What follows belongs to an exercise in optimizing a design on an open flow for small area and a short achievable clock period; a production flow would make more cautious choices.
At most, simulation tests tie the RTL to the original design; equivalence was not proved.
Power is estimated from default activity; no workload was simulated.

Design raw_to_rgb_top, start of the top module:
module raw_to_rgb_top
(
    input  logic       clk,
    input  logic       rst_n,
    input  logic       vsync,
    input  logic       href,
    input  logic       hsync,
    input  logic [1:0] mirror,
    input  demosaic_pkg::pixel_t     raw,
    output logic       post_vsync,
    output logic       post_href,
    output logic       post_hsync,
    output demosaic_pkg::pixel_t     red,
    output demosaic_pkg::pixel_t     green,
    output demosaic_pkg::pixel_t     blue
);
    logic    href_q;
    logic    line_end;
    logic    frame_start;
    demosaic_pkg::row_t    row;                        
    demosaic_pkg::col_t    col;
    demosaic_pkg::row_t    row_nxt;
    demosaic_pkg::col_t    col_nxt;
    demosaic_pkg::pixel_t  raw_q;                      
    logic [1:0]            mirror_q;
    demosaic_pkg::pixel_t  c;                          
    demosaic_pkg::pixel_t  c_out;                      
    demosaic_pkg::pair_t   h1, v1, h2, v2, da, db;
    frame_ctrl frame_ctrl_i (
  ...
Settings: LEC_CHECK=0, CAP_MARGIN=20, CORE_MARGIN=2, CORE_UTILIZATION=65, CTS_CLUSTER_DIAMETER=60, CTS_CLUSTER_SIZE=24, PLACE_DENSITY=0.75, SETUP_SLACK_MARGIN=4.9, SLEW_MARGIN=20; clock period 7.5 ns.
run.sh (not shown) runs the stock make flow with config.mk's settings and CLKGATE_MAP_FILE= SYNTH_SCRIPT=/design/flow/synth_recipe.tcl, a recipe that flattens the netlist after the stock synthesis.
Rerun with:
Settings changed: SETUP_SLACK_MARGIN 4.9 to 5.0, TNS_END_PERCENT from default to 0.
What happened: Hold slack hardly moves; die area is unchanged; maximum frequency is about the same; clock-buffer cell count shrinks by 5; first-iteration DRC count grows by 17%; routed wire length shrinks by 1.9%; worst setup slack is about the same; total power shrinks by 4.9%; design area shrinks by 1.9%; clock skew is about the same.
Rerun with:
Settings changed: TNS_END_PERCENT 0 to 5.
Power barely changes.
Sequential power barely changes.
Cell count rises by 0.80%.
Setup slack gets worse by 0.0059 ns.
Utilization rose by 0.32 points.
Rerun with:
Settings changed: TNS_END_PERCENT 5 to 30.
The new run went through all stages and came out clean.
Cell area climbs slightly.
Via count rose slightly.
Worst setup slack hardly moves.
Critical path depth is unchanged.
Utilization goes up by 0.68 points.
Cell count is higher slightly.


## P
Another version of the RTL of raw_to_rgb_top (not shown whole).
Size: ~2200 cells after synthesis, ~1200 flip-flops, roughly 43000 um2 of cells after synthesis.
clock: 7.5 ns
lec_check: 0
cap_margin: 20
core_margin: 2
core_utilization: 70
cts_cluster_diameter: 60
cts_cluster_size: 24
place_density: 0.8
setup_slack_margin: 5.0
slew_margin: 20
Setup changes, P to Q
- CORE_UTILIZATION changed from 70 to 65
- PLACE_DENSITY changed from 0.8 to 0.75
- On sequential share of cell area, Q tracks P almost exactly.
- Across both runs, met1 demand-to-capacity share in global routing was lower for Q than for P.
- Of the two candidates, P has the better register-to-register slack and Q the worse one.
- Relative to P, Q improves post-detailed-placement half-perimeter wirelength.
- Relative to P, number of well taps increased by about 9% in Q.
- Diff P and Q: routed wirelength normalized by instance count lower in Q
- Power on Q is ahead of P.
Function was not checked in any run of this note: the RTL went through the layout flow alone.


raw_to_rgb_top with an RTL version that a note above also has.
Size in the first run: roughly 2,200 cells after synthesis, roughly 1,200 flip-flops, roughly 42 I/O pins, ~0.043 mm2 of cells after synthesis.
clock: 7.5 ns
lec_check: 0
cap_margin: 20
core_margin: 2
core_utilization: 65
cts_cluster_diameter: 60
cts_cluster_size: 30
place_density: 0.75
setup_slack_margin: 5.0
slew_margin: 20
The starting point completed with no timing, DRC or antenna violations.
Next try:
Settings changed: CTS_CLUSTER_SIZE 30 to 24.
Effect: The changed run went through all stages and came out clean; global-route usage stays flat; fmax rose by 1.6%; hold slack loses 0.0039 ns; clock power rose by about 4%; area after synthesis does not change.


Setup of oak:
Starting RTL as in the previous note.
Design raw_to_rgb_top, start of the top module:
module raw_to_rgb_top
(
    input  logic       clk,
    input  logic       rst_n,
    input  logic       vsync,
    input  logic       href,
    input  logic       hsync,
    input  logic [1:0] mirror,
    input  demosaic_pkg::pixel_t     raw,
    output logic       post_vsync,
    output logic       post_href,
    output logic       post_hsync,
    output demosaic_pkg::pixel_t     red,
    output demosaic_pkg::pixel_t     green,
    output demosaic_pkg::pixel_t     blue
);
Settings: LEC_CHECK=0, CAP_MARGIN=20, CORE_MARGIN=2, CORE_UTILIZATION=65, CTS_BUF_LIST=sky130_fd_sc_hd__clkbuf_8 sky130_fd_sc_hd__clkbuf_16, CTS_CLUSTER_DIAMETER=60, CTS_CLUSTER_SIZE=24, PLACE_DENSITY=0.75, SETUP_SLACK_MARGIN=5.0, SLEW_MARGIN=20, TNS_END_PERCENT=0; clock period 7.5 ns.
Here is what was changed in the inputs of pine compared with oak.
Settings: swapping 60 for 50 in CTS_CLUSTER_DIAMETER; swapping 24 for 16 in CTS_CLUSTER_SIZE; swapping sky130_fd_sc_hd__clkbuf_8 sky130_fd_sc_hd__clkbuf_16 for sky130_fd_sc_hd__clkbuf_8 in CTS_BUF_LIST.
Notes after the runs:
pine completed every stage of the flow, and the final layout passed the timing, design-rule and antenna checks.
Comparing oak and pine, post-CTS repair timing setup buffer count is higher on oak.
In the reports for oak and pine, the larger measured slew at the worst slew-check pin belongs to oak.
NOTE final standard cell count with taps included and fillers excluded oak->pine increased slightly
The length of routed wiring on met1 on oak is in line with that on pine.
Compare oak and pine | first-iteration DRC count higher: pine
Non-clock buffering overhead in the final layout (pine over oak): decrease, 0.21 points
Combined global-route utilization of all metal layers, oak and pine: larger value in oak
--- input diff pine..birch ---
Settings: removing CTS_BUF_LIST (formerly sky130_fd_sc_hd__clkbuf_8); changing PLACE_DENSITY from 0.75 to 0.8; removing TNS_END_PERCENT (formerly 0); changing CTS_CLUSTER_SIZE from 16 to 24; changing CTS_CLUSTER_DIAMETER from 50 to 60; changing CORE_UTILIZATION from 65 to 70.
[summary]
- birch and pine all finish clean.
- bayer_kernel_i.ar1[18]$_DFF_P_ as the capture point of the worst path was reported by birch, and bayer_kernel_i.ar1[20]$_DFF_P_ by pine.
- The largest net degree at the start of global routing in birch is 1.09 times that in pine.
- Higher clock insertion delay at the later pin of the skew report goes to pine over birch.
- birch vs. pine: first-pass GRT wire length went up about 5.5%; row count shrank by about 4%; switching share of power went up 0.24 points; final critical-path share of the clock period decreased by 0.69 points relative to the old numbers; part of the power in combinational logic shows an increase of 2.7 points.
- Of birch and pine, the run reporting the higher arrival time reported for the critical path endpoint was pine.
- Per the comparison of birch with pine, number of detailed-routing iterations run before antenna repair down 1; clock-buffer cell count dropped 6.3%.
- Of birch and pine, pine shows the higher y dimension of the die, with birch below it.

separate check: timing with driven ports:
The flow's constraints put no driver on any port. The routed layouts listed below were extracted and timed again, unchanged, in two steps.
Step 1 sets driving cells, clkbuf_16 on the clock port and buf_2 on the other inputs (assumed; they add their load-dependent delay and slew).
Step 2, shift: input delay + t, output delay - t, t = (earliest + latest rising clock arrival at the registers) / 2. This alone moves slack from input paths to output paths.
Slacks: no drivers / after step 1 / after step 2; pairs: no drivers / after step 1.
run	shift t [ns]	setup WS [ns]	hold WS [ns]	cell pins on the clock port's net
the first run of note 1	0.702	4.846 / 4.784 / 4.357	0.335 / 0.335 / 0.335	1
the second run of note 1	0.682	4.843 / 4.816 / 4.234	0.334 / 0.334 / 0.334	1
the third run of note 1	0.686	4.837 / 4.799 / 4.289	0.332 / 0.332 / 0.332	1
the fourth run of note 1	0.683	4.834 / 4.802 / 4.450	0.332 / 0.332 / 0.332	1
P	0.687	4.842 / 4.797 / 4.443	0.324 / 0.324 / 0.324	1
Q	0.696	4.804 / 4.800 / 4.503	0.333 / 0.333 / 0.333	1
the first run of note 3	0.714	4.830 / 4.768 / 4.415	0.350 / 0.350 / 0.350	1
the second run of note 3	0.685	4.873 / 4.810 / 4.443	0.346 / 0.346 / 0.346	1
oak	0.682	4.833 / 4.814 / 4.239	0.335 / 0.335 / 0.335	1
pine	0.770	4.766 / 4.720 / 4.102	0.335 / 0.335 / 0.335	1
birch	0.691	4.817 / 4.790 / 4.479	0.333 / 0.333 / 0.333	1
After both steps every run listed still meets setup and hold. For pine, which loses most, drivers alone change the setup slack by -0.046 ns; drivers and shift together by -0.664 ns.
